From an optimization exercise on the open Yosys and OpenROAD flow, aimed at small area and a short achievable clock period; shortcuts taken in it are not production practice.
Function was checked by simulation only, so behaviour that the tests miss may differ from the original.
Power figures rest on the tool's default switching activity, not on a simulated workload.

<file path="flow/run.sh">
#!/bin/bash
# synth_recipe.tcl (not shown) runs the flow's synth.tcl, then flattens the netlist and writes it again
# the make line also repeats each setting of config.mk as NAME=value (left out here)
make -C /OpenROAD-flow-scripts/flow DESIGN_CONFIG=/design/flow/config.mk WORK_HOME=/design/flow/orfs CLKGATE_MAP_FILE= SYNTH_SCRIPT=/design/flow/synth_recipe.tcl finish
</file>
<file path="flow/config.mk">
export PLATFORM = sky130hd
export DESIGN_NAME = execTop
export DESIGN_NICKNAME = execTop
export VERILOG_FILES = /design/flow/design.v
export SDC_FILE = /design/flow/constraint.sdc
export NUM_CORES = 4
export LEC_CHECK = 0
export CAP_MARGIN = 20
export CORE_MARGIN = 2
export CORE_UTILIZATION = 25
export SETUP_SLACK_MARGIN = 0.2
export SLEW_MARGIN = 20
</file>
<file path="flow/constraint.sdc">
create_clock -name core_clock -period 6.5 [get_ports {clk}]
set_input_delay 1.3000 -clock core_clock [delete_from_list [all_inputs] [get_ports {clk}]]
set_output_delay 1.3000 -clock core_clock [all_outputs]
set_load 0.01 [all_outputs]
</file>
<file path="flow/design.v">
`timescale 1ns/100ps
package riscvPkg;
  typedef enum logic [6:0] {
    OP_IMM    = 7'b0010011,
    OP        = 7'b0110011,
    AUIPC     = 7'b0010111,
    LUI       = 7'b0110111,
    JAL       = 7'b1101111,
    JALR      = 7'b1100111,
    BRANCH    = 7'b1100011,
    OP_IMM_32 = 7'b0011011,
    OP_32     = 7'b0111011,
    SYSTEM    = 7'b1110011
  } opcode_e;
  typedef enum logic [2:0] {
    ADD_SUB = 3'b000,
    SLL     = 3'b001,
    SLT     = 3'b010,
    SLTU    = 3'b011,
    XOR     = 3'b100,
    SRL_SRA = 3'b101,
    OR      = 3'b110,
    AND     = 3'b111
  } aluFunct3_e;
  typedef enum logic [2:0] {
    BEQ  = 3'b000,
    BNE  = 3'b001,
    BLT  = 3'b100,
    BGE  = 3'b101,
    BLTU = 3'b110,
    BGEU = 3'b111
  } branchFunct3_e;
  typedef enum logic [2:0] {
    CSRRW  = 3'b001,
    CSRRS  = 3'b010,
    CSRRC  = 3'b011,
    CSRRWI = 3'b101,
    CSRRSI = 3'b110,
    CSRRCI = 3'b111
  } csrFunct3_e;
  localparam logic [6:0] FUNCT7_ALT = 7'b0100000;
  typedef struct packed {
    logic [64-12-1:0] upper;
    logic [12-1:0]       csrAddr;
  } csrImm_t;
  typedef union packed {
    logic signed [64-1:0] value;
    csrImm_t                 csr;
  } immWord_u;
endpackage
`timescale 1ns/100ps
package execPkg;
  typedef struct packed {
    logic [64-12-1:0] upper;
    logic [12-1:0]       csrAddr;
  } csrImm_t;
  typedef union packed {
    logic signed [64-1:0] value;
    csrImm_t                 csr;
  } immWord_u;
  typedef struct packed {
    logic [64-1:0]       instAddr;
    logic [5-1:0] rdAddr;
    logic                   rdWriteEnable;
    logic [64-1:0]       rs1Data;
    logic [64-1:0]       rs2Data;
    immWord_u               imm;
    logic [6:0]             opCode;
    logic [2:0]             funct3;
    logic [6:0]             funct7;
    logic [6-1:0]    shamt;
    logic [5-1:0] zimm;
    logic                   csrWriteEnable;
    logic [64-1:0]       csrReadData;
  } exIssue_t;
  typedef struct packed {
    logic [5-1:0] rdAddr;
    logic                   rdWriteEnable;
    logic [64-1:0]       rdWriteData;
  } exResult_t;
  typedef struct packed {
    logic             jumpFlag;
    logic [64-1:0] jumpAddr;
  } redirect_t;
  typedef struct packed {
    logic                   csrWriteEnable;
    logic [12-1:0] csrWriteAddr;
    logic [64-1:0]       csrWriteData;
  } csrWrite_t;
endpackage
`timescale 1ns/100ps
module execTop (
  input  logic                   clk,
  input  logic                   rst,
  input  logic                   in_valid,
  input  logic [64-1:0]       inst_addr,
  input  logic [5-1:0] rd_addr,
  input  logic                   rd_we,
  input  logic [64-1:0]       rs1_data,
  input  logic [64-1:0]       rs2_data,
  input  logic [64-1:0]       imm,
  input  logic [6:0]             opcode,
  input  logic [2:0]             funct3,
  input  logic [6:0]             funct7,
  input  logic [6-1:0]    shamt,
  input  logic [5-1:0] zimm,
  input  logic                   csr_we,
  input  logic [64-1:0]       csr_rdata,
  output logic                   result_valid,
  output logic [5-1:0] res_rd_addr,
  output logic                   res_rd_we,
  output logic [64-1:0]       res_rd_data,
  output logic                   jump_flag,
  output logic [64-1:0]       jump_addr,
  output logic                   csr_wr_en,
  output logic [12-1:0] csr_wr_addr,
  output logic [64-1:0]       csr_wr_data
);
  logic isOp, isOpImm, isOp32, isOpImm32, isLui, isAuipc, isJal, isJalr;
  logic isBranch, isSystem, alt;
  assign isOp      = (opcode == 7'b0110011);
  assign isOpImm   = (opcode == 7'b0010011);
  assign isOp32    = (opcode == 7'b0111011);
  assign isOpImm32 = (opcode == 7'b0011011);
  assign isLui     = (opcode == 7'b0110111);
  assign isAuipc   = (opcode == 7'b0010111);
  assign isJal     = (opcode == 7'b1101111);
  assign isJalr    = (opcode == 7'b1100111);
  assign isBranch  = (opcode == 7'b1100011);
  assign isSystem  = (opcode == 7'b1110011);
  assign alt       = (funct7 == 7'b0100000);
  logic isFull, isWord, isImmAlu;
  assign isFull   = isOp | isOpImm;
  assign isWord   = isOp32 | isOpImm32;
  assign isImmAlu = isOpImm | isOpImm32;
  logic            useImm, sub;
  logic [63:0]     opB, opBx, sum;
  logic            cout;
  logic [65:0]     addT;
  assign useImm = ~opcode[5] | opcode[2];
  assign sub    = isBranch | ((isOp | isOp32) & alt & (funct3 == 3'd0)) |
                  (isFull & (funct3[2:1] == 2'b01));
  assign opB    = useImm ? imm : rs2_data;
  assign opBx   = opB ^ {64{sub}};
  assign addT   = {1'b0, rs1_data, 1'b1} + {1'b0, opBx, sub};
  assign sum    = addT[64:1];
  assign cout   = addT[65];
  logic ltu, lts, eq;
  assign ltu = ~cout;
  assign lts = (rs1_data[63] ^ opB[63]) ? rs1_data[63] : ltu;
  assign eq  = (rs1_data == opB);
  logic [5:0]  shAmt;
  logic        shLeft, shArith;
  logic [63:0] shIn, shInRev, shOut, shOutRev;
  logic        shFill;
  assign shAmt   = {isWord ? 1'b0 : (isImmAlu ? shamt[5] : rs2_data[5]),
                    isImmAlu ? shamt[4:0] : rs2_data[4:0]};
  assign shLeft  = ~funct3[2];
  assign shArith = alt;
  always_comb begin
    for (int i = 0; i < 64; i++) shInRev[i] = rs1_data[63-i];
  end
  always_comb begin
    if (shLeft)      shIn = shInRev;
    else if (isWord) shIn = {{32{shArith & rs1_data[31]}}, rs1_data[31:0]};
    else             shIn = rs1_data;
  end
  assign shFill = shArith & shIn[63] & ~shLeft;
  assign shOut  = $signed({shFill, shIn}) >>> shAmt;
  always_comb begin
    for (int i = 0; i < 64; i++) shOutRev[i] = shOut[63-i];
  end
  logic [63:0] pcSum, pcPlus4, immU;
  assign immU    = {imm[51:0], 12'd0};
  assign pcSum   = inst_addr + (opcode[6] ? imm : immU);
  assign pcPlus4 = inst_addr + 64'd4;
  logic [63:0] logicRes, fullRes, rdNext;
  logic [31:0] wordLo;
  always_comb begin
    case (funct3)
      3'd0: fullRes = sum;
      3'd1: fullRes = shOutRev;
      3'd2: fullRes = {63'd0, lts};
      3'd3: fullRes = {63'd0, ltu};
      3'd4: fullRes = rs1_data ^ opB;
      3'd5: fullRes = shOut;
      3'd6: fullRes = rs1_data | opB;
      default: fullRes = rs1_data & opB;
    endcase
  end
  always_comb begin
    case (funct3)
      3'd0:    wordLo = sum[31:0];
      3'd1:    wordLo = shOutRev[31:0];
      3'd5:    wordLo = shOut[31:0];
      default: wordLo = 32'd0;
    endcase
  end
  always_comb begin
    rdNext = 64'd0;
    if (isFull)        rdNext = fullRes;
    else if (isWord)   rdNext = {{32{wordLo[31]}}, wordLo};
    else if (isLui)    rdNext = {{32{imm[19]}}, imm[19:0], 12'd0};
    else if (isAuipc)  rdNext = pcSum;
    else if (isJal | isJalr) rdNext = pcPlus4;
    else if (isSystem) rdNext = csr_rdata;
  end
  logic taken, jumpNext;
  always_comb begin
    case (funct3)
      3'd0:    taken = eq;
      3'd1:    taken = ~eq;
      3'd4:    taken = lts;
      3'd5:    taken = ~lts;
      3'd6:    taken = ltu;
      3'd7:    taken = ~ltu;
      default: taken = 1'b0;
    endcase
  end
  assign jumpNext = isJal | isJalr | (isBranch & taken);
  logic        csrNext;
  logic [63:0] csrSrc, csrData;
  assign csrNext = isSystem & (funct3[1:0] != 2'b00) & csr_we;
  assign csrSrc  = funct3[2] ? {59'd0, zimm} : rs1_data;
  always_comb begin
    case (funct3[1:0])
      2'd1:    csrData = csrSrc;
      2'd2:    csrData = csr_rdata | csrSrc;
      default: csrData = csr_rdata & ~csrSrc;
    endcase
  end
  logic [63:0] xNext;
  always_comb begin
    if (opcode[4])                 xNext = csrData;
    else if (opcode[3:2] == 2'b01) xNext = {sum[63:1], 1'b0};
    else                           xNext = pcSum;
  end
  logic [63:0] xReg;
  always_ff @(posedge clk) begin
    if (rst) begin
      result_valid <= 1'b0;
      res_rd_we    <= 1'b0;
      jump_flag    <= 1'b0;
      csr_wr_en    <= 1'b0;
    end else begin
      result_valid <= in_valid;
      res_rd_we    <= in_valid & rd_we;
      jump_flag    <= in_valid & jumpNext;
      csr_wr_en    <= in_valid & csrNext;
    end
  end
  always_ff @(posedge clk) begin
    res_rd_addr <= rd_addr;
    res_rd_data <= rdNext;
    csr_wr_addr <= imm[11:0];
    xReg        <= xNext;
  end
  assign jump_addr   = xReg;
  assign csr_wr_data = xReg;
endmodule
</file>
==> reports/metrics.cfg, run 1 <==
[sta]
max_freq_mhz=161
hold_viol_final=0
finalHoldWorstSlack_ns=1.20
min_period_over_period=0.955
tns_ns=0
unrepaired_setup_endpoints_after_global_routing=no
slew_margin_rel=0.234
fin_crit_ns=6.21
layout_setup_ws_ns=0.293
worst_pin_slew_ns=1.15
finalSetupViolCount=0
slew_violations=0

[yosys]
synth.yosys.warnings=1
synth.net_count=4985
synth_area_per_cell_um2=6.91
mappedNetlistArea_um2=30200
number_of_enable_flip_flop_cells_after_synthesis=0
synthesis.instances=4366
synth.distinct_cells=102
synthFlopType=dfxtp_1
async_flop_share=0
synth.yosys.seq_area_share=0.0989
ys_ff_latch=149

[clock_tree]
clock_tree_from_tritoncts=built
clockBufferDepth=2
htreeDepth=4
cts_sinks=149
clk_pin_slew_ns=0.07
cts_inserted_buffers=17
clock_tree_root=clkbuf_16

[grt]
grtUsageTotal=0.357
global_route.overflow_total=0
grt_pass1_wl_um=309000
antenna_found_initial=21
grt_max_degree=148
via_count_of_the_first_global_routing_pass=38900

[min_path]
worst_hold_path.num_cells=1
whs_endpoint=res_rd_addr[3]
critical_hold_path_startpoint=rd_addr[3]
hold_path.class=input pin to flip-flop

[placement]
gp_routability_congestion=1.07
pre_cts_ws_ns=-0.647
numPortBuffers=570
dp.final_hpwl_um=191000

[critical_path]
worstSetupPathDepth=21
crit_path_top_delay_cell=or4bb_4
startpoint_type=input pin
worstPathRequired_ns=6.91
worst_path_most_repeated_cell=buf_4
cp_cell_sequence=clkdlybuf4s50_1, or4bb_4, nor4_4, or2_4, buf_12, buf_16, xnor2_1, ha_1, buf_4, nand4_1, or3_4, nor4_4, a31oi_2, buf_4, xnor2_2, nand2_1, o221ai_4, a22o_1, buf_4, a21oi_1, nand3_1
crit_arrival_ns=6.61
cp_slowest_stage_delay_ns=0.60
setup.worst_path.end_class=flip-flop
path_max_fanout=17
crit_type=input pin to flip-flop
delay_heaviest_family_cp=simple AND/OR/NAND/NOR gates
worstPathBufferInverterCount=6

[job]
cap_violations=0

[finish]
layout-drive-gt1-share=0.192
fillers=12900
layout.cells.most_common_list=buf_4, clkdlybuf4s50_1, nand2_1, a21oi_1, nor2_1
area_delta_synth_final_pct=43.7
layout.nets=5976
layout.cells.most_common=buf_4

[route]
avgRoutedWirePerCell_um=32.9
drc=0
routed_wirelength_um=230000
avgViaCountPerCell=5.93
drt.antenna.violating_nets=0
detail_route.first_pass.iterations=6
num_vias=41400
drt-initial-drc-count=5415

[floorplanning]
die_area_um2=123000
die_w_um=351
fp.dieH_um=351
io_pins=571
placeableCoreArea_um2=120000
row_count=127
start_util=0.252

[pwr]
ir_worst_vdd_v=0.000233
total_leakage_power_nw=18.3
total_power_per_unit_cell_area_nw_per_um2=159

[outcome]
status=complete, no violations

[metal layers]
layer,GRT usage,vias up,part of all wire
met4,0.258,12,0.084
met2,0.557,2524,0.44
met5,0,-,0.00038
li1,-,18200,-
met3,0.0804,582,0.089
met1,0.431,20100,0.39
[timing repair]
item                       4_1_cts  5_1_grt
setup endpoints to repair       40       69
pin swaps                        1        6
resized for setup               10       43
gates cloned                     0        1
hold buffers                     0        0
buffers inserted                 2        7
[state kept, by name (all words and copies together) (netlist names)]
name / flops
res_rd_data: 64
jump_flag: 1
csr_wr_addr: 12
res_rd_we: 1
res_rd_addr: 5
csr_wr_en: 1
result_valid: 1
xReg: 64
[cell type report]
cell class / instances / area (um2) / share of cell area
sequential: 149 / 2980 / 0.0688
multi-input combinational: 3642 / 25000 / 0.578
clock inverter: 13 / 149 / 0.00344
inverter: 175 / 657 / 0.0152
clock buffer: 19 / 433 / 0.00999
timing repair buffer: 1372 / 12100 / 0.278
tap: 1612 / 2020 / 0.0465
antenna: 6 / 15.0 / 0.000346
[synthesized netlist by cell type (66+ instances only)]
cell,instances,share of area
a211oi_1,98,0.024
inv_1,174,0.022
nor2_1,337,0.042
ha_1,260,0.11
nand3_1,140,0.023
mux2i_1,182,0.060
clkbuf_1,232,0.029
o211ai_1,85,0.021
nand4_1,73,0.015
xor2_1,74,0.021
buf_4,66,0.016
o22ai_1,66,0.014
a21oi_1,363,0.060
a31oi_1,89,0.018
a21o_1,76,0.019
xnor2_1,169,0.049
nor3_1,115,0.019
o21ai_0,332,0.055
dfxtp_1,149,0.099
nand2_1,411,0.051
mux2_2,82,0.031
[worst max-delay path by stage]
stage,startpoint,endpoint
2_1_floorplan,funct3[0],xReg[57]
3_3_place_gp,funct3[0],res_rd_data[57]
3_5_place_dp,funct3[0],res_rd_data[57]
4_1_cts,funct3[1],res_rd_data[34]
5_1_grt,funct3[1],res_rd_data[53]
6_report,opcode[2],res_rd_data[56]
[through the flow]
step / total power [W] / cells / instance area [um2] / utilization
finish: 0.00687 / 6988 / 43300 / 0.362
global route: 0.00711 / 6984 / 43300 / 0.362
CTS: 0.00674 / 6974 / 43000 / 0.359
detailed placement: 0.00559 / 6940 / 42400 / 0.354
global placement: 0.00561 / 6939 / 42400 / 0.354
floorplan: 0.00313 / 4366 / 30200 / -
[kinds of logic after synthesis]
| family | after synthesis | synth area share |
|---|---|---|
| muxes | 272 | 0.0967 |
| DFF | 149 | 0.0989 |
| AOI/OAI and AO/OA | 1526 | 0.330 |
| adders and majority gates | 261 | 0.109 |
| and+or+nand+nor | 1340 | 0.213 |
| buffers and inverters | 575 | 0.0825 |
| xor gates and xnor gates | 243 | 0.0706 |
[power by group]
group	internal [W]	switching (W)
sequential	0.00100	0.0000784
combinational	0.00197	0.00273
clock	0.000568	0.000527
total	0.00354	0.00333
==> run 2, diff against run 1 <==
--- a/flow/design.v
+++ b/flow/design.v
@@ -88,6 +88,89 @@
     logic [64-1:0]       csrWriteData;
   } csrWrite_t;
 endpackage
+module prefixAdd #(parameter int W = 64, parameter int KIND = 0) (
+  input  logic [W-1:0] a,
+  input  logic [W-1:0] b,
+  input  logic         cin,
+  output logic [W-1:0] s,
+  output logic         cout,
+  output logic [W-1:0] p,
+  output logic [W-1:0] g
+);
+  logic [W:0] g0, p0, G, P, Gn, Pn;
+  assign g0 = {a & b, cin};
+  assign p0 = {a ^ b, 1'b0};
+  localparam int N = W + 1;
+  always_comb begin
+    G = g0; P = p0;
+    if (KIND == 0) begin
+      for (int l = 0; l < 7 && (1 << l) < N; l++) begin
+        Gn = G; Pn = P;
+        for (int i = 0; i < N; i++)
+          if (((i + 1) % (2 << l)) == 0) begin
+            Gn[i] = G[i] | (P[i] & G[i - (1 << l)]);
+            Pn[i] = P[i] & P[i - (1 << l)];
+          end
+        G = Gn; P = Pn;
+      end
+      for (int l = 6; l >= 0; l--) begin
+        Gn = G; Pn = P;
+        for (int i = 0; i < N; i++)
+          if ((1 << (l + 1)) < N && i >= (3 << l) - 1 && ((i + 1 - (3 << l)) % (2 << l)) == 0) begin
+            Gn[i] = G[i] | (P[i] & G[i - (1 << l)]);
+            Pn[i] = P[i] & P[i - (1 << l)];
+          end
+        G = Gn; P = Pn;
+      end
+    end else if (KIND == 1) begin
+      for (int l = 0; l < 7 && (1 << l) < N; l++) begin
+        Gn = G; Pn = P;
+        for (int i = 0; i < N; i++)
+          if ((i >> l) % 2 == 1) begin
+            Gn[i] = G[i] | (P[i] & G[((i >> l) << l) - 1]);
+            Pn[i] = P[i] & P[((i >> l) << l) - 1];
+          end
+        G = Gn; P = Pn;
+      end
+    end else if (KIND == 2) begin
+      for (int l = 0; l < 7 && (1 << l) < N; l++) begin
+        Gn = G; Pn = P;
+        for (int i = 0; i < N; i++)
+          if (i >= (1 << l)) begin
+            Gn[i] = G[i] | (P[i] & G[i - (1 << l)]);
+            Pn[i] = P[i] & P[i - (1 << l)];
+          end
+        G = Gn; P = Pn;
+      end
+    end else begin
+      Gn = G; Pn = P;
+      for (int i = 1; i < N; i += 2) begin
+        Gn[i] = G[i] | (P[i] & G[i - 1]);
+        Pn[i] = P[i] & P[i - 1];
+      end
+      G = Gn; P = Pn;
+      for (int l = 1; l < 7 && (1 << l) < N; l++) begin
+        Gn = G; Pn = P;
+        for (int i = 1; i < N; i += 2)
+          if (i >= (1 << l) + 1) begin
+            Gn[i] = G[i] | (P[i] & G[i - (1 << l)]);
+            Pn[i] = P[i] & P[i - (1 << l)];
+          end
+        G = Gn; P = Pn;
+      end
+      Gn = G; Pn = P;
+      for (int i = 2; i < N; i += 2) begin
+        Gn[i] = G[i] | (P[i] & G[i - 1]);
+        Pn[i] = P[i] & P[i - 1];
+      end
+      G = Gn; P = Pn;
+    end
+  end
+  assign s    = p0[W:1] ^ G[W-1:0];
+  assign cout = G[W];
+  assign p    = p0[W:1];
+  assign g    = g0[W:1];
+endmodule
 `timescale 1ns/100ps
 module execTop (
   input  logic                   clk,
@@ -134,21 +217,20 @@
   assign isWord   = isOp32 | isOpImm32;
   assign isImmAlu = isOpImm | isOpImm32;
   logic            useImm, sub;
-  logic [63:0]     opB, opBx, sum;
+  logic [63:0]     opB, opBx, sum, pBits, gBits;
   logic            cout;
-  logic [65:0]     addT;
   assign useImm = ~opcode[5] | opcode[2];
-  assign sub    = isBranch | ((isOp | isOp32) & alt & (funct3 == 3'd0)) |
-                  (isFull & (funct3[2:1] == 2'b01));
+  assign sub    = opcode[6] ? ~opcode[2] : (~funct3[2] & (funct3[1] | (opcode[5] & alt)));
   assign opB    = useImm ? imm : rs2_data;
   assign opBx   = opB ^ {64{sub}};
-  assign addT   = {1'b0, rs1_data, 1'b1} + {1'b0, opBx, sub};
-  assign sum    = addT[64:1];
-  assign cout   = addT[65];
+  prefixAdd #(.W(64), .KIND(2)) mainAdd (
+    .a (rs1_data), .b (opBx), .cin (sub),
+    .s (sum), .cout (cout), .p (pBits), .g (gBits)
+  );
   logic ltu, lts, eq;
   assign ltu = ~cout;
   assign lts = (rs1_data[63] ^ opB[63]) ? rs1_data[63] : ltu;
-  assign eq  = (rs1_data == opB);
+  assign eq  = &pBits;
   logic [5:0]  shAmt;
   logic        shLeft, shArith;
   logic [63:0] shIn, shInRev, shOut, shOutRev;
@@ -172,39 +254,71 @@
   end
   logic [63:0] pcSum, pcPlus4, immU;
   assign immU    = {imm[51:0], 12'd0};
-  assign pcSum   = inst_addr + (opcode[6] ? imm : immU);
-  assign pcPlus4 = inst_addr + 64'd4;
-  logic [63:0] logicRes, fullRes, rdNext;
-  logic [31:0] wordLo;
-  always_comb begin
-    case (funct3)
-      3'd0: fullRes = sum;
-      3'd1: fullRes = shOutRev;
-      3'd2: fullRes = {63'd0, lts};
-      3'd3: fullRes = {63'd0, ltu};
-      3'd4: fullRes = rs1_data ^ opB;
-      3'd5: fullRes = shOut;
-      3'd6: fullRes = rs1_data | opB;
-      default: fullRes = rs1_data & opB;
-    endcase
-  end
-  always_comb begin
-    case (funct3)
-      3'd0:    wordLo = sum[31:0];
-      3'd1:    wordLo = shOutRev[31:0];
-      3'd5:    wordLo = shOut[31:0];
-      default: wordLo = 32'd0;
-    endcase
-  end
-  always_comb begin
-    rdNext = 64'd0;
-    if (isFull)        rdNext = fullRes;
-    else if (isWord)   rdNext = {{32{wordLo[31]}}, wordLo};
-    else if (isLui)    rdNext = {{32{imm[19]}}, imm[19:0], 12'd0};
-    else if (isAuipc)  rdNext = pcSum;
-    else if (isJal | isJalr) rdNext = pcPlus4;
-    else if (isSystem) rdNext = csr_rdata;
-  end
+  logic [63:0] pcAddB;
+  logic        pcCout, incCout;
+  logic [63:0] pcP, pcG;
+  logic [61:0] incP, incG;
+  assign pcAddB  = opcode[6] ? imm : immU;
+  prefixAdd #(.W(64), .KIND(0)) pcAdd (
+    .a (inst_addr), .b (pcAddB), .cin (1'b0),
+    .s (pcSum), .cout (pcCout), .p (pcP), .g (pcG)
+  );
+  prefixAdd #(.W(62), .KIND(0)) pcInc (
+    .a (inst_addr[63:2]), .b (62'd0), .cin (1'b1),
+    .s (pcPlus4[63:2]), .cout (incCout), .p (incP), .g (incG)
+  );
+  assign pcPlus4[1:0] = inst_addr[1:0];
+  logic f3is0, f3is1, f3is2, f3is3, f3is5, f3isXorOr, f3isOrAnd;
+  logic aluOp;
+  logic selAdd, selSll, selSr, selAddF, selSllF, selSrF;
+  logic selSlt, selSltu, selP, selG, selLui, selAuipc, selLink, selCsr;
+  logic [63:0] luiVal;
+  logic [31:0] rdLo, rdHi;
+  logic [63:0] rdNext;
+  assign f3is0     = (funct3 == 3'd0);
+  assign f3is1     = (funct3 == 3'd1);
+  assign f3is2     = (funct3 == 3'd2);
+  assign f3is3     = (funct3 == 3'd3);
+  assign f3is5     = (funct3 == 3'd5);
+  assign f3isXorOr = (funct3 == 3'd4) | (funct3 == 3'd6);
+  assign f3isOrAnd = (funct3[2:1] == 2'b11);
+  assign aluOp     = isFull | isWord;
+  assign selAdd   = aluOp & f3is0;
+  assign selSll   = aluOp & f3is1;
+  assign selSr    = aluOp & f3is5;
+  assign selAddF  = isFull & f3is0;
+  assign selSllF  = isFull & f3is1;
+  assign selSrF   = isFull & f3is5;
+  assign selSlt   = isFull & f3is2;
+  assign selSltu  = isFull & f3is3;
+  assign selP     = isFull & f3isXorOr;
+  assign selG     = isFull & f3isOrAnd;
+  assign selLui   = isLui;
+  assign selAuipc = isAuipc;
+  assign selLink  = isJal | isJalr;
+  assign selCsr   = isSystem;
+  assign luiVal = {{32{imm[19]}}, imm[19:0], 12'd0};
+  assign rdLo = ({32{selAdd}}   & sum[31:0])      |
+                ({32{selSll}}   & shOutRev[31:0]) |
+                ({32{selSr}}    & shOut[31:0])    |
+                ({32{selP}}     & pBits[31:0])    |
+                ({32{selG}}     & gBits[31:0])    |
+                ({32{selLui}}   & luiVal[31:0])   |
+                ({32{selAuipc}} & pcSum[31:0])    |
+                ({32{selLink}}  & pcPlus4[31:0])  |
+                ({32{selCsr}}   & csr_rdata[31:0]) |
+                {31'd0, (selSlt & lts) | (selSltu & ltu)};
+  assign rdHi = ({32{isWord & rdLo[31]}} )          |
+                ({32{selAddF}}  & sum[63:32])       |
+                ({32{selSllF}}  & shOutRev[63:32])  |
+                ({32{selSrF}}   & shOut[63:32])     |
+                ({32{selP}}     & pBits[63:32])     |
+                ({32{selG}}     & gBits[63:32])     |
+                ({32{selLui}}   & luiVal[63:32])    |
+                ({32{selAuipc}} & pcSum[63:32])     |
+                ({32{selLink}}  & pcPlus4[63:32])   |
+                ({32{selCsr}}   & csr_rdata[63:32]);
+  assign rdNext = {rdHi, rdLo};
   logic taken, jumpNext;
   always_comb begin
     case (funct3)
==> flow/flow/run.sh (new file) <==
#!/bin/bash
# The standard layout, with the smallest buffer on each input and output
# port instead of the one buffer_ports picks by default.
export BUFFER_PORTS_ARGS="-buffer_cell sky130_fd_sc_hd__buf_1"
bash standard.sh > standard.log 2>&1
==> flow/standard.sh (new file) <==
#!/bin/bash
# synth_recipe.tcl (not shown) runs the flow's synth.tcl, then flattens the netlist and writes it again
# the make line also repeats each setting of config.mk as NAME=value (left out here)
make -C /OpenROAD-flow-scripts/flow DESIGN_CONFIG=/design/flow/config.mk WORK_HOME=/design/flow/orfs CLKGATE_MAP_FILE= SYNTH_SCRIPT=/design/flow/synth_recipe.tcl "${@:-finish}"
--- a/flow/config.mk
+++ b/flow/config.mk
@@ -5,8 +5,9 @@
 export SDC_FILE = /design/flow/constraint.sdc
 export NUM_CORES = 4
 export LEC_CHECK = 0
+export ABC_AREA = 1
 export CAP_MARGIN = 20
 export CORE_MARGIN = 2
-export CORE_UTILIZATION = 25
-export SETUP_SLACK_MARGIN = 0.2
+export CORE_UTILIZATION = 35
+export SETUP_SLACK_MARGIN = 2.0
 export SLEW_MARGIN = 20
removed: flow/run.sh
==> run 2 against run 1 <==
Against the previous run: sequential share of layout area grew 2.0 points; non-clock buffer count shrank 495; via count shrank 11%; die area shrank 41%; largest cell class unchanged; highest routed layer unchanged.
==> reports/metrics.cfg, run 2 <==
[route]
drc=0
num_vias=36800
routed_wirelength_um=189000
detail_route.first_pass.iterations=9
met2_wirelength_from_detailed_routing_um=74600
routed.top_layer=met5
drt.antenna.violating_nets=0
dr_wl_met3_um=27900
avgRoutedWirePerCell_um=32.4
drt-initial-drc-count=6024
met1_length_um=71300
avgViaCountPerCell=6.30

[yosys]
synth_top_cell_area_share=0.154
synth.distinct_cells=62
synth.yosys.warnings=4
number_of_enable_flip_flop_cells_after_synthesis=0
synth_common_cells=nand2_1, nand3_1, o21ai_0
synth_area_per_cell_um2=5.82
mappedNetlistArea_um2=24900
synth.top_cells.by_area=nand2_1, dfxtp_1, nand3_1, o21ai_0, ha_1
synth.yosys.seq_area_share=0.120
synthFlopType=dfxtp_1
synthesis.instances=4272
synth.net_count=4824
synthMostInstantiatedCell=nand2_1
async_flop_share=0
netlist.top_cell.by_area=nand2_1
ys_ff_latch=149

[floorplanning]
start_util=0.354
die_w_um=271
placeableCoreArea_um2=70100
io_pins=571
fp.dieH_um=271
row_count=97
die_area_um2=73200

[min_path]
critical_hold_path_startpoint=rd_addr[4]
hold_path.class=input pin to flip-flop
whs_endpoint=res_rd_addr[4]
worst_hold_path.num_cells=1

[finish]
area_delta_synth_final_pct=35.3
layout.cells.most_common=nand2_1
layoutNonFillerInstCount=5842
layout.nets=5436
layout.cells.most_common_list=nand2_1, buf_1, nand3_1, inv_1, o21ai_0
layout-drive-gt1-share=0.199
largest_registers=res_rd_data: 64 flops, xReg: 64 flops, csr_wr_addr: 12 flops

[critical_path]
cp_slowest_stage_delay_ns=0.55
delay_heaviest_family_cp=compound AO/OA/AOI/OAI gates
crit_arrival_ns=5.20
cp_cell_sequence=buf_1, inv_2, o21ai_0, ha_1, a21oi_4, o31ai_4, a21oi_4, o21ai_4, a21o_4, a21oi_2, o21ai_2, fa_2, a221oi_2, o21ai_1, a221oi_2, nand2_1, a21oi_2, nand3_1
worstPathRequired_ns=6.89
crit_path_top_delay_cell=fa_2
worstPathBufferInverterCount=2
setup.worst_path.end_class=flip-flop
path_max_fanout=4
crit_type=input pin to flip-flop
startpoint_type=input pin

[pwr]
total_power_per_unit_cell_area_nw_per_um2=188
total_power_w=0.00632
ir_worst_vdd_v=0.000117
comb_pwr_share=0.655
total_leakage_power_nw=14.5
power.switching_fraction=0.541
cell_internal_pwr_w=0.00290
sw_pwr_w=0.00342
power_frac_seq=0.169
clock_power_share=0.176

[sta]
min_period_over_period=0.740
slew_margin_rel=0.126
fin_crit_ns=4.81
finalHoldWorstSlack_ns=0.867
worst_pin_slew_ns=1.31
unrepaired_setup_endpoints_after_global_routing=yes
layout_setup_ws_ns=1.69
slew_violations=0
max_freq_mhz=208
finalSetupViolCount=0
tns_ns=0
hold_viol_final=0

[grt]
via_count_of_the_first_global_routing_pass=33100
grt_pass1_wl_um=251000
grt_max_degree=71
global_route.overflow_total=0
grtUsageTotal=0.484
antenna_found_initial=16

[clock_tree]
cts_sinks=149
cts.hold.buffers_added=0
htreeDepth=4
clk_pin_slew_ns=0.08
clockBufferDepth=2
cts_inserted_buffers=17
clock_tree_from_tritoncts=built
clock_tree_root=clkbuf_16

[job]
cap_violations=0

[placement]
numPortBuffers=570
dp.final_hpwl_um=150000
gp_routability_congestion=1.11
pre_cts_ws_ns=0.350
placedCellCount=5636

[outcome]
status=complete, no violations

run 2: cell type report:
class,instances,area (um2)
Multi-Input combinational cell,3425,22200
Clock buffer,18,429
Tap cell,940,1180
Fill cell,7631,36500
Antenna cell,5,12.5
Sequential cell,149,2980
Clock inverter,14,159
Inverter,414,1580
Timing Repair Buffer,877,5120
run 2: power by group through the flow:
stage	combinational, W	sequential [W]	clock, W
2_1_floorplan	0.00186	0.00112	0
3_3_place_gp	0.00321	0.00109	0
3_5_place_dp	0.00318	0.00109	0
4_1_cts	0.00343	0.00107	0.00110
5_1_grt	0.00427	0.00108	0.00113
6_report	0.00414	0.00107	0.00111
run 2: worst max path at each step:
stage	start	endpoint	depth (start not counted)
6_report	imm[0]	res_rd_data[59]	18
5_1_grt	imm[12]	res_rd_data[62]	23
4_1_cts	opcode[6]	res_rd_data[59]	21
3_5_place_dp	opcode[6]	res_rd_data[53]	22
3_3_place_gp	opcode[2]	xReg[46]	21
2_1_floorplan	opcode[6]	res_rd_data[59]	23
run 2: kinds of logic (layout without fill, tap and decap cells):
| family | Yosys count | in the layout | share of synthesized area |
|---|---|---|---|
| simple gates | 2008 | 2012 | 0.345 |
| compound gates | 1029 | 1029 | 0.241 |
| buf+inv | 702 | 1323 | 0.120 |
| fa+ha+maj | 194 | 194 | 0.107 |
| xor+xnor | 174 | 174 | 0.0613 |
| flops | 149 | 149 | 0.120 |
| mux | 16 | 16 | 0.00649 |
| other cells | 0 | 5 | 0 |
run 2: per-stage QoR:
stage / utilization / instance area, um2
2_1_floorplan: - / 25100
3_3_place_gp: 0.404 / 28300
3_5_place_dp: 0.404 / 28300
4_1_cts: 0.437 / 30600
5_1_grt: 0.479 / 33600
6_report: 0.479 / 33600
run 2: repair_timing:
| item | CTS | global route |
|---|---|---|
| buffers inserted | 68 | 85 |
| resized for setup | 288 | 534 |
| setup endpoints to repair | 107 | 98 |
| pin swaps | 70 | 153 |
| gates cloned | 7 | 9 |
run 2: per-layer routing:
metal | GRT usage | vias up
li1 | - | 15700
met1 | 0.633 | 17300
met2 | 0.678 | 3054
met3 | 0.164 | 700
met4 | 0.294 | 26
met5 | 0 | -
==> run 3, diff against run 2 <==
--- a/flow/config.mk
+++ b/flow/config.mk
@@ -8,6 +8,6 @@
 export ABC_AREA = 1
 export CAP_MARGIN = 20
 export CORE_MARGIN = 2
-export CORE_UTILIZATION = 35
-export SETUP_SLACK_MARGIN = 2.0
+export CORE_UTILIZATION = 30
+export SETUP_SLACK_MARGIN = 1.6
 export SLEW_MARGIN = 20
==> run 3 against run 2 <==
Against the previous run: sequential power is essentially flat; first-iteration DRC count is 8.0% lower; global-route usage down 5.6 points; critical endpoint is now res_rd_data[35]; largest cell class unchanged.
==> reports/metrics.cfg, run 3 <==
[outcome]
status=complete, no violations

[yosys]
synth.distinct_cells=62
synth_top_cell_area_share=0.154
synth.net_count=4824
ys_ff_latch=149
mappedNetlistArea_um2=24900
synth.yosys.seq_area_share=0.120
netlist.top_cell.by_area=nand2_1
synthesis.instances=4272
synthFlopType=dfxtp_1
number_of_enable_flip_flop_cells_after_synthesis=0
synth.top_cells.by_area=nand2_1, dfxtp_1, nand3_1, o21ai_0, ha_1
synth_area_per_cell_um2=5.82
synth_common_cells=nand2_1, nand3_1, o21ai_0
synth.yosys.warnings=4
synthMostInstantiatedCell=nand2_1
async_flop_share=0

[sta]
slew_violations=0
tns_ns=0
worst_pin_slew_ns=1.15
unrepaired_setup_endpoints_after_global_routing=yes
slew_margin_rel=0.231
finalSetupViolCount=0
hold_viol_final=0
min_period_over_period=0.768
fin_crit_ns=4.99
max_freq_mhz=200

[clock_tree]
clock_tree_from_tritoncts=built
clk_pin_slew_ns=0.08
cts_sinks=149
htreeDepth=4
clockBufferDepth=2
clock_tree_root=clkbuf_16
cts.hold.buffers_added=0
cts_inserted_buffers=17

[critical_path]
worstPathBufferInverterCount=3
crit_path_top_delay_cell=nand4_1
setup.worst_path.end_class=flip-flop
delay_heaviest_family_cp=simple AND/OR/NAND/NOR gates
path_max_fanout=16
worst_path_most_repeated_cell=nand3_1
cp_slowest_stage_delay_ns=0.44
cp_cell_sequence=buf_1, nand2_2, nor2_4, nand2_2, nor2_4, nand2_2, buf_4, nand3_1, buf_4, nand3_1, nand3_1, nand3_1, nand2_1, o21ai_0, nand2_1, nand3_1, nand3_1, nand4_1, a21oi_2, nand2_1
timing.critical_path.from=opcode[1]
crit_type=input pin to flip-flop
crit_arrival_ns=5.39
worstPathRequired_ns=6.89
startpoint_type=input pin

[route]
drt.antenna.violating_nets=0
drc=0
num_vias=35300
drt-initial-drc-count=5545
avgRoutedWirePerCell_um=32.8
avgViaCountPerCell=6.03
routed_wirelength_um=192000
detail_route.first_pass.iterations=8

[pwr]
ir_worst_vdd_v=0.000229
total_power_per_unit_cell_area_nw_per_um2=188
total_leakage_power_nw=13.5

[grt]
grt_pass1_wl_um=255000
antenna_found_initial=17
via_count_of_the_first_global_routing_pass=32100
grt_max_degree=130
grtUsageTotal=0.428
global_route.overflow_total=0

[floorplanning]
placeableCoreArea_um2=82100
start_util=0.303
io_pins=571
row_count=105
die_w_um=292
fp.dieH_um=292
die_area_um2=85200

[finish]
largest_registers=res_rd_data: 64 flops, xReg: 64 flops, csr_wr_addr: 12 flops
final_util=0.370
layout.cells.most_common_list=nand2_1, buf_1, nand3_1, inv_1, o21ai_0
area_delta_synth_final_pct=22.2
layout.cells.most_common=nand2_1
layout.nets=5323
layout-drive-gt1-share=0.0966

[min_path]
critical_hold_path_startpoint=rd_addr[0]
hold_path.class=input pin to flip-flop

[placement]
numPortBuffers=570
gp_routability_congestion=1.06
dp.final_hpwl_um=157000

[job]
cap_violations=0

==> run 3: cell counts after synthesis <==
No cell type changed its count.
==> run 3: layout make-up <==
cell class                      instances  area, um2
Antenna cell                            2       5.00
Clock buffer                           17        425
Clock inverter                         15        156
Fill cell                            9386      51700
Inverter                              414       1560
Multi-Input combinational cell       3425      19900
Sequential cell                       149       2980
Tap cell                             1070       1340
Timing Repair Buffer                  764       4010
==> run 3: cell families after synthesis <==
logic type,after synthesis,synth area share
buf+inv,702,0.120
fa+ha+maj,194,0.107
xor+xnor,174,0.0613
flops,149,0.120
simple gates,2008,0.345
compound gates,1029,0.241
mux,16,0.00649
==> run 3: final timing paths <==
check	to	slack [ns]	cells after the start
setup / recovery	res_rd_data[35]	1.51	20
hold / removal	res_rd_addr[0]	0.87	1
==> run 3: power breakdown <==
group	switching, W	internal (W)	leakage [nW]	total (W)
clock network	0.000567	0.000510	0.277	0.00108
logic	0.00254	0.00104	12.0	0.00358
registers	0.0000578	0.00101	1.23	0.00107
total	0.00317	0.00256	13.5	0.00572
==> run 3: timing repair <==
action | CTS | global route
endpoints found under the setup margin | 73 | 74
pin swaps | 11 | 55
gates resized for setup | 67 | 173
cloned | 2 | 9
setup buffers | 4 | 29
==> run 3: metrics by stage <==
stage / area [um2] / power, W / setup WS (ns) / hold slack, ns / instances
final: 30400 / 0.00572 / 1.51 / 0.871 / 5856
after global routing: 30400 / 0.00591 / 1.55 / 0.864 / 5854
after CTS: 29300 / 0.00543 / 1.60 / 0.850 / 5816
after detailed placement: 28400 / 0.00430 / 0.168 / 1.39 / 5778
after global placement: 28400 / 0.00434 / 0.240 / 1.39 / 5778
after floorplan: 25000 / 0.00296 / 1.61 / 1.33 / 4272
==> run 3: layer usage <==
metal | part of all wire | vias to the layer above | global-route usage
met3 | 0.12 | 523 | 0.101
li1 | - | 15500 | -
met2 | 0.40 | 2607 | 0.619
met5 | 0.00062 | - | 0
met4 | 0.077 | 20 | 0.271
met1 | 0.40 | 16700 | 0.567
==> run 4, diff against run 3 <==
--- a/flow/design.v
+++ b/flow/design.v
@@ -95,7 +95,8 @@
   output logic [W-1:0] s,
   output logic         cout,
   output logic [W-1:0] p,
-  output logic [W-1:0] g
+  output logic [W-1:0] g,
+  output logic [W-1:0] c
 );
   logic [W:0] g0, p0, G, P, Gn, Pn;
   assign g0 = {a & b, cin};
@@ -170,6 +171,7 @@
   assign cout = G[W];
   assign p    = p0[W:1];
   assign g    = g0[W:1];
+  assign c    = G[W-1:0];
 endmodule
 `timescale 1ns/100ps
 module execTop (
@@ -217,7 +219,7 @@
   assign isWord   = isOp32 | isOpImm32;
   assign isImmAlu = isOpImm | isOpImm32;
   logic            useImm, sub;
-  logic [63:0]     opB, opBx, sum, pBits, gBits;
+  logic [63:0]     opB, opBx, sum, pBits, gBits, cBits;
   logic            cout;
   assign useImm = ~opcode[5] | opcode[2];
   assign sub    = opcode[6] ? ~opcode[2] : (~funct3[2] & (funct3[1] | (opcode[5] & alt)));
@@ -225,7 +227,7 @@
   assign opBx   = opB ^ {64{sub}};
   prefixAdd #(.W(64), .KIND(2)) mainAdd (
     .a (rs1_data), .b (opBx), .cin (sub),
-    .s (sum), .cout (cout), .p (pBits), .g (gBits)
+    .s (sum), .cout (cout), .p (pBits), .g (gBits), .c (cBits)
   );
   logic ltu, lts, eq;
   assign ltu = ~cout;
@@ -256,16 +258,16 @@
   assign immU    = {imm[51:0], 12'd0};
   logic [63:0] pcAddB;
   logic        pcCout, incCout;
-  logic [63:0] pcP, pcG;
+  logic [63:0] pcP, pcG, pcC;
   logic [61:0] incP, incG;
   assign pcAddB  = opcode[6] ? imm : immU;
   prefixAdd #(.W(64), .KIND(0)) pcAdd (
     .a (inst_addr), .b (pcAddB), .cin (1'b0),
-    .s (pcSum), .cout (pcCout), .p (pcP), .g (pcG)
+    .s (pcSum), .cout (pcCout), .p (pcP), .g (pcG), .c (pcC)
   );
-  prefixAdd #(.W(62), .KIND(0)) pcInc (
+  prefixAdd #(.W(62), .KIND(1)) pcInc (
     .a (inst_addr[63:2]), .b (62'd0), .cin (1'b1),
-    .s (pcPlus4[63:2]), .cout (incCout), .p (incP), .g (incG)
+    .s (pcPlus4[63:2]), .cout (incCout), .p (incP), .g (incG), .c ()
   );
   assign pcPlus4[1:0] = inst_addr[1:0];
   logic f3is0, f3is1, f3is2, f3is3, f3is5, f3isXorOr, f3isOrAnd;
@@ -298,24 +300,33 @@
   assign selLink  = isJal | isJalr;
   assign selCsr   = isSystem;
   assign luiVal = {{32{imm[19]}}, imm[19:0], 12'd0};
-  assign rdLo = ({32{selAdd}}   & sum[31:0])      |
+  logic [63:0] addSel0, addSel1, pcSel0, pcSel1, addPick, pcPick;
+  assign addSel0 = {{32{selAddF}}, {32{selAdd}}} & pBits;
+  assign addSel1 = {{32{selAddF}}, {32{selAdd}}} & ~pBits;
+  assign pcSel0  = {64{selAuipc}} & pcP;
+  assign pcSel1  = {64{selAuipc}} & ~pcP;
+  always_comb begin
+    for (int i = 0; i < 64; i++) begin
+      addPick[i] = cBits[i] ? addSel1[i] : addSel0[i];
+      pcPick[i]  = pcC[i] ? pcSel1[i] : pcSel0[i];
+    end
+  end
+  assign rdLo = addPick[31:0] | pcPick[31:0] |
                 ({32{selSll}}   & shOutRev[31:0]) |
                 ({32{selSr}}    & shOut[31:0])    |
                 ({32{selP}}     & pBits[31:0])    |
                 ({32{selG}}     & gBits[31:0])    |
                 ({32{selLui}}   & luiVal[31:0])   |
-                ({32{selAuipc}} & pcSum[31:0])    |
                 ({32{selLink}}  & pcPlus4[31:0])  |
                 ({32{selCsr}}   & csr_rdata[31:0]) |
                 {31'd0, (selSlt & lts) | (selSltu & ltu)};
   assign rdHi = ({32{isWord & rdLo[31]}} )          |
-                ({32{selAddF}}  & sum[63:32])       |
+                addPick[63:32] | pcPick[63:32]      |
                 ({32{selSllF}}  & shOutRev[63:32])  |
                 ({32{selSrF}}   & shOut[63:32])     |
                 ({32{selP}}     & pBits[63:32])     |
                 ({32{selG}}     & gBits[63:32])     |
                 ({32{selLui}}   & luiVal[63:32])    |
-                ({32{selAuipc}} & pcSum[63:32])     |
                 ({32{selLink}}  & pcPlus4[63:32])   |
                 ({32{selCsr}}   & csr_rdata[63:32]);
   assign rdNext = {rdHi, rdLo};
@@ -344,10 +355,18 @@
     endcase
   end
   logic [63:0] xNext;
+  logic        xJalr, xPc;
+  logic [63:0] xA0, xA1, xP0, xP1;
+  assign xJalr = ~opcode[4] & (opcode[3:2] == 2'b01);
+  assign xPc   = ~opcode[4] & (opcode[3:2] != 2'b01);
+  assign xA0   = {{63{xJalr}}, 1'b0} & pBits;
+  assign xA1   = {{63{xJalr}}, 1'b0} & ~pBits;
+  assign xP0   = {64{xPc}} & pcP;
+  assign xP1   = {64{xPc}} & ~pcP;
   always_comb begin
-    if (opcode[4])                 xNext = csrData;
-    else if (opcode[3:2] == 2'b01) xNext = {sum[63:1], 1'b0};
-    else                           xNext = pcSum;
+    for (int i = 0; i < 64; i++)
+      xNext[i] = (cBits[i] ? xA1[i] : xA0[i]) | (pcC[i] ? xP1[i] : xP0[i]) |
+                 (opcode[4] & csrData[i]);
   end
   logic [63:0] xReg;
   always_ff @(posedge clk) begin
--- a/flow/config.mk
+++ b/flow/config.mk
@@ -9,5 +9,5 @@
 export CAP_MARGIN = 20
 export CORE_MARGIN = 2
 export CORE_UTILIZATION = 30
-export SETUP_SLACK_MARGIN = 1.6
+export SETUP_SLACK_MARGIN = 2.0
 export SLEW_MARGIN = 20
==> run 4 against run 3 <==
Against the previous run: still clean; via count grew 4.0%; count of clock-buffer cells in the layout is the same; power grew 7.4%; area after synthesis shrank 0.15%; fmax grew 8.2%.
==> reports/metrics.cfg, run 4 <==
[floorplanning]
row_count=105
die_area_um2=85100
fp.dieH_um=292
start_util=0.303
io_pins=571
die_w_um=292
placeableCoreArea_um2=82000

[placement]
pre_cts_ws_ns=0.190
placedCellCount=5856
numPortBuffers=570
dp.final_hpwl_um=150000
place_area_um2=28100
gp_routability_congestion=1.09

[sta]
hold_viol_final=0
layout_setup_ws_ns=1.89
finalSetupViolCount=0
max_freq_mhz=217
fin_crit_ns=4.61
worst_pin_slew_ns=1.23
slew_margin_rel=0.175
slew_violations=0
unrepaired_setup_endpoints_after_global_routing=yes
min_period_over_period=0.710
tns_ns=0

[grt]
via_count_of_the_first_global_routing_pass=33300
antenna_found_initial=21
grtUsageTotal=0.417
grt_max_degree=66
grt_pass1_wl_um=252000
global_route.overflow_total=0

[min_path]
worst_hold_path.num_cells=1
hold_path.class=input pin to flip-flop
whs_endpoint=res_rd_addr[4]
critical_hold_path_startpoint=rd_addr[4]

[yosys]
ys_ff_latch=149
synth_top_family_by_area=simple AND/OR/NAND/NOR gates
synth_compound_gate_area_share=0.251
synth.yosys.seq_area_share=0.120
synth.net_count=4875
yosys-mux-area-fraction=0.00605
synth.yosys.warnings=4
post_synth_xor_area_fraction=0.0579
synth_fa_ha_area_frac=0.0706
synth_common_cells=nand2_1, nand3_1, inv_1
mappedNetlistArea_um2=24800
async_flop_share=0
netlist.top_cell.by_area=nand2_1
synthMostInstantiatedCell=nand2_1
synth.distinct_cells=59
synthFlopType=dfxtp_1
number_of_enable_flip_flop_cells_after_synthesis=0
synth.top_cells.by_area=nand2_1, dfxtp_1, nand3_1, inv_1, ha_1
synth_simple_gate_area_frac=0.360
synth_top_cell_area_share=0.150
synth_area_per_cell_um2=5.67
synthesis.instances=4377

[clock_tree]
clock_tree_root=clkbuf_16
clockBufferDepth=2
cts_inserted_buffers=17
clock_tree_from_tritoncts=built
clk_pin_slew_ns=0.08
htreeDepth=4
cts_sinks=149

[route]
routed_wirelength_um=188000
detail_route.first_pass.iterations=9
dr_wl_met3_um=22800
avgRoutedWirePerCell_um=31.1
met2_wirelength_from_detailed_routing_um=77900
drt.antenna.violating_nets=0
drc=0
avgViaCountPerCell=6.10
num_vias=36700
met1_length_um=72400
drt-initial-drc-count=5295
routed.top_layer=met5

[critical_path]
worstPathRequired_ns=6.90
crit_arrival_ns=5.01
path_max_fanout=7
setup.worst_path.end_class=flip-flop
startpoint_type=input pin
crit_type=input pin to flip-flop

[pwr]
total_power_per_unit_cell_area_nw_per_um2=191
ir_worst_vdd_v=0.000233
total_leakage_power_nw=14.0

[job]
cap_violations=0

[outcome]
status=complete, no violations

[finish]
layoutNonFillerInstCount=6025
layout-drive-gt1-share=0.146
area_delta_synth_final_pct=29.6
finalInstanceArea_um2=32200
largest_registers=res_rd_data: 64 flops, xReg: 64 flops, csr_wr_addr: 12 flops
layout.nets=5425
layout.cells.most_common_list=nand2_1, buf_1, nand3_1, inv_1, nor2_1
layout.cells.most_common=nand2_1

[run 4: cell count changes after synthesis, sizes merged, moves of 23 or more]
cell and delta:
ha -23, nand2 -31, o221ai +47, o21ai -89, nor2 +49, nor3 +44, fa -31, inv +91
[run 4: worst max path at each step]
stage,startpoint,end,slack [ns],cells past startpoint
2_1_floorplan,opcode[2],res_rd_data[55],2.00,27
3_3_place_gp,funct7[0],res_rd_data[28],0.16,24
3_5_place_dp,funct7[0],res_rd_data[28],0.19,24
4_1_cts,funct7[2],res_rd_data[28],1.94,23
5_1_grt,funct7[0],res_rd_data[46],1.76,27
6_report,funct7[0],res_rd_data[60],1.89,28
[run 4: critical path: stages]
cell     delay [ns]
buf_1          0.07
inv_1          0.05
nand2_2        0.06
nor2_4         0.23
nand3_2        0.13
nand2_4        0.11
nand2_8        0.10
nand2_8        0.16
buf_12         0.13
buf_16         0.14
buf_12         0.15
xor2_1         0.17
ha_2           0.34
a21oi_4        0.21
buf_6          0.12
o21ai_4        0.06
a21oi_2        0.15
o21ai_1        0.09
a21oi_1        0.15
nand2_2        0.12
nand2_2        0.10
nand2_4        0.06
buf_6          0.13
a31oi_4        0.17
xor2_2         0.16
nor2_1         0.05
nor2_1         0.16
nand4_1        0.09
[run 4: routing by layer]
| metal | track usage | vias up |
|---|---|---|
| met2 | 0.632 | 2701 |
| met5 | 0 | - |
| met3 | 0.103 | 607 |
| li1 | - | 16000 |
| met4 | 0.253 | 14 |
| met1 | 0.533 | 17400 |
[run 4: timing repair]
action	in CTS	in global routing
hold buffers	0	0
pin swaps	83	94
setup endpoints to repair	109	93
setup buffers	68	44
gates resized for setup	276	308
gates cloned	9	1
[run 4: power breakdown]
part / internal, W / switching [W]
sequential: 0.00101 / 0.0000639
combinational: 0.00127 / 0.00265
clock: 0.000575 / 0.000574
total: 0.00286 / 0.00329
[run 4: cell families after synthesis]
family / after synthesis
AO/OA/AOI/OAI: 1027
XOR/XNOR: 164
adder cells (fa/ha/maj): 140
buffers and inverters: 795
flip-flops: 149
multiplexers: 15
AND/OR/NAND/NOR: 2087
[run 4: layout make-up]
type / instances / area (um2)
diodes: 15 / 37.5
repair buffers: 821 / 4550
inverters: 503 / 1910
multi-input cells: 3435 / 20800
fillers: 9284 / 49800
clock inverters: 15 / 169
well taps: 1070 / 1340
flip-flops and latches: 149 / 2980
clock buffers: 17 / 425
[run 4: metrics by stage]
step | utilization | total power, W | hold WS (ns)
floorplan | - | 0.00298 | 1.33
global placement | 0.343 | 0.00421 | 1.39
detailed placement | 0.343 | 0.00420 | 1.39
CTS | 0.372 | 0.00564 | 0.849
global route | 0.392 | 0.00634 | 0.870
finish | 0.393 | 0.00615 | 0.867
==> run 5, diff against run 4 <==
--- a/flow/design.v
+++ b/flow/design.v
@@ -232,7 +232,7 @@
   logic ltu, lts, eq;
   assign ltu = ~cout;
   assign lts = (rs1_data[63] ^ opB[63]) ? rs1_data[63] : ltu;
-  assign eq  = &pBits;
+  assign eq  = (rs1_data == rs2_data);
   logic [5:0]  shAmt;
   logic        shLeft, shArith;
   logic [63:0] shIn, shInRev, shOut, shOutRev;
--- a/flow/config.mk
+++ b/flow/config.mk
@@ -9,5 +9,5 @@
 export CAP_MARGIN = 20
 export CORE_MARGIN = 2
 export CORE_UTILIZATION = 30
-export SETUP_SLACK_MARGIN = 2.0
+export SETUP_SLACK_MARGIN = 2.1
 export SLEW_MARGIN = 20
==> run 5 against run 4 <==
Against the previous run: setup slack better by 0.080 ns; global-route usage shrank 1.9 points; routed wire length increased by 2.2%; power shrank 0.57%; count of clock-buffer cells in the layout grew 3.
==> reports/metrics.cfg, run 5 <==
[route]
avgViaCountPerCell=6.04
routed_wirelength_um=192000
dr_wl_met3_um=24200
drt.antenna.violating_nets=0
met1_length_um=72700
drt-initial-drc-count=6109
num_vias=38200
detail_route.first_pass.iterations=8
avgRoutedWirePerCell_um=30.3
drc=0
met2_wirelength_from_detailed_routing_um=77400
routed.top_layer=met5

[clock_tree]
clockBufferDepth=2
cts_inserted_buffers=17
htreeDepth=4
cts.hold.buffers_added=0
cts_sinks=149
clk_pin_slew_ns=0.07
clock_tree_from_tritoncts=built
clock_tree_root=clkbuf_16

[sta]
hold_viol_final=0
slew_margin_rel=0.258
fin_crit_ns=4.53
max_freq_mhz=221
layout_setup_ws_ns=1.97
unrepaired_setup_endpoints_after_global_routing=yes
slew_violations=0
finalHoldWorstSlack_ns=0.862
tns_ns=0
min_period_over_period=0.697
finalSetupViolCount=0
worst_pin_slew_ns=1.11

[floorplanning]
die_w_um=299
placeableCoreArea_um2=86300
die_area_um2=89100
start_util=0.301
io_pins=571
row_count=108
fp.dieH_um=299

[critical_path]
worstPathRequired_ns=6.90
crit_arrival_ns=4.93
startpoint_type=input pin
path_max_fanout=19
setup.worst_path.end_class=flip-flop
crit_type=input pin to flip-flop

[yosys]
synth.distinct_cells=62
synthesis.instances=4627
synthFlopType=dfxtp_1
ys_ff_latch=149
synth.yosys.warnings=4
synth.top_cells.by_area=nand2_1, nand3_1, dfxtp_1, inv_1, ha_1
synth_common_cells=nand2_1, nand3_1, inv_1
synth_area_per_cell_um2=5.62
synth.net_count=5125
synth.yosys.seq_area_share=0.115
netlist.top_cell.by_area=nand2_1
number_of_enable_flip_flop_cells_after_synthesis=0
mappedNetlistArea_um2=26000
synthMostInstantiatedCell=nand2_1
async_flop_share=0
synth_top_cell_area_share=0.158

[finish]
layoutNonFillerInstCount=6330
fillers=9713
largest_registers=res_rd_data: 64 flops, xReg: 64 flops, csr_wr_addr: 12 flops
layout.cells.most_common_list=nand2_1, nand3_1, buf_1, inv_1, nor2_1
final_util=0.384
layout-drive-gt1-share=0.134
area_delta_synth_final_pct=27.5
layout.cells.most_common=nand2_1
layout.nets=5654

[pwr]
total_leakage_power_nw=14.7
sw_pwr_w=0.00327
power.switching_fraction=0.535
power_frac_seq=0.176
clock_power_share=0.179
total_power_per_unit_cell_area_nw_per_um2=184
comb_pwr_share=0.645
cell_internal_pwr_w=0.00284
ir_worst_vdd_v=0.000249

[placement]
gp_routability_congestion=1.14
placedCellCount=6183
numPortBuffers=570
dp.final_hpwl_um=151000
pre_cts_ws_ns=0.580

[job]
cap_violations=0

[grt]
antenna_found_initial=14
grt_pass1_wl_um=254000
grt_max_degree=70
via_count_of_the_first_global_routing_pass=34400
global_route.overflow_total=0
grtUsageTotal=0.399

[min_path]
hold_path.class=input pin to flip-flop
worst_hold_path.num_cells=1
critical_hold_path_startpoint=rd_addr[1]
whs_endpoint=res_rd_addr[1]

[outcome]
status=complete, no violations

run 5: metrics by stage:
| stage | area [um2] | power [W] |
|---|---|---|
| after CTS | 31000 | 0.00559 |
| after floorplan | 26000 | 0.00307 |
| final | 33200 | 0.00611 |
| after global placement | 29300 | 0.00430 |
| after detailed placement | 29300 | 0.00429 |
| after global routing | 33200 | 0.00633 |
run 5: power groups by stage:
| stage | combinational (W) | clock (W) | sequential, W |
|---|---|---|---|
| 2_1_floorplan | 0.00194 | 0 | 0.00113 |
| 3_3_place_gp | 0.00320 | 0 | 0.00110 |
| 3_5_place_dp | 0.00319 | 0 | 0.00110 |
| 4_1_cts | 0.00338 | 0.00113 | 0.00108 |
| 5_1_grt | 0.00409 | 0.00115 | 0.00109 |
| 6_report | 0.00394 | 0.00109 | 0.00108 |
run 5: logic make-up after synthesis:
kind of cell / count (synthesis) / share of synthesized area
AOI/OAI and AO/OA: 977 / 0.228
xor gates and xnor gates: 214 / 0.0720
adders and majority gates: 140 / 0.0673
buffers and inverters: 827 / 0.133
DFF: 149 / 0.115
muxes: 9 / 0.00346
and+or+nand+nor: 2311 / 0.381
run 5: what timing repair did:
action,in CTS,in global routing
hold endpoints to repair,0,0
cloned,4,16
pin swaps,29,133
endpoints found under the setup margin,105,93
buffers inserted,29,60
gates resized for setup,200,368
run 5: worst max path at each step:
stage          slack (ns)      start              end  cells after the start
6_report             1.97  funct3[2]  res_rd_data[23]                     18
5_1_grt              1.95  opcode[2]  res_rd_data[34]                     25
4_1_cts              2.06  funct7[3]  res_rd_data[34]                     30
3_5_place_dp         0.58  funct7[0]        jump_flag                     22
3_3_place_gp         0.49  funct7[0]        jump_flag                     22
2_1_floorplan        2.10  funct7[0]  res_rd_data[62]                     24
run 5: worst max-delay path, cell delays in order:
cell and delay (ns):
clkbuf_4 0.25, nand2_1 0.07, inv_1 0.23, nand3_1 0.19, nand2_4 0.27, buf_12 0.21
nand2_1 0.23, nand3_1 0.20, nand3_1 0.13, nand3_1 0.14, nand3_1 0.25, o21ai_0 0.21
nand2_1 0.11, o211ai_1 0.24, nand3_1 0.41, nand4_1 0.21, nor2_1 0.05, o21ai_0 0.17
run 5: layout make-up:
cell class	instances	area (um2)	share of cell area
well taps	1155	1450	0.0436
repair buffers	797	4500	0.136
multi-input cells	3654	21600	0.651
inverters	537	2040	0.0613
clock inverters	12	141	0.00426
diodes	6	15.0	0.000452
clock buffers	20	457	0.0138
flip-flops and latches	149	2980	0.0899
run 5: routing by layer:
metal	GRT usage	vias to the layer above
li1	-	16700
met1	0.506	17800
met2	0.574	2999
met3	0.106	729
met4	0.301	10
met5	0	-

-- afterwards: timing with drivers on the ports --
Ports are ideal in the flow. The routed layouts listed here were re-timed in OpenROAD. Step 1: set_driving_cell puts a clkbuf_16 on clk and a buf_2 on each other input, an assumption about the parent block. Step 2 moves the port delays by t, midway between the first and last clock arrival at a register: inputs arrive t later, outputs are due t later. That takes back most of the time a late clock gives input paths. Three values: ideal, step 1, step 2; two values: the first two.
run	t (ns)	slack for setup (ns)	worst hold slack (ns)	clock arrival spread, ns
run 1	0.617	0.293 / 0.337 / -0.279	1.204 / 1.148 / 1.764	0.025 / 0.025
run 2	0.570	1.690 / 1.447 / 0.877	0.867 / 0.841 / 1.411	0.026 / 0.026
run 3	0.571	1.509 / 1.309 / 0.738	0.871 / 0.843 / 1.414	0.034 / 0.034
run 4	0.581	1.887 / 1.935 / 1.355	0.867 / 0.819 / 1.400	0.018 / 0.019
run 5	0.602	1.966 / 2.013 / 1.411	0.862 / 0.815 / 1.417	0.022 / 0.022
With both steps, setup timing fails in run 1, where it was met with ideal ports. For run 2, which loses most, drivers alone change the setup slack by -0.243 ns; drivers and shift together by -0.813 ns.
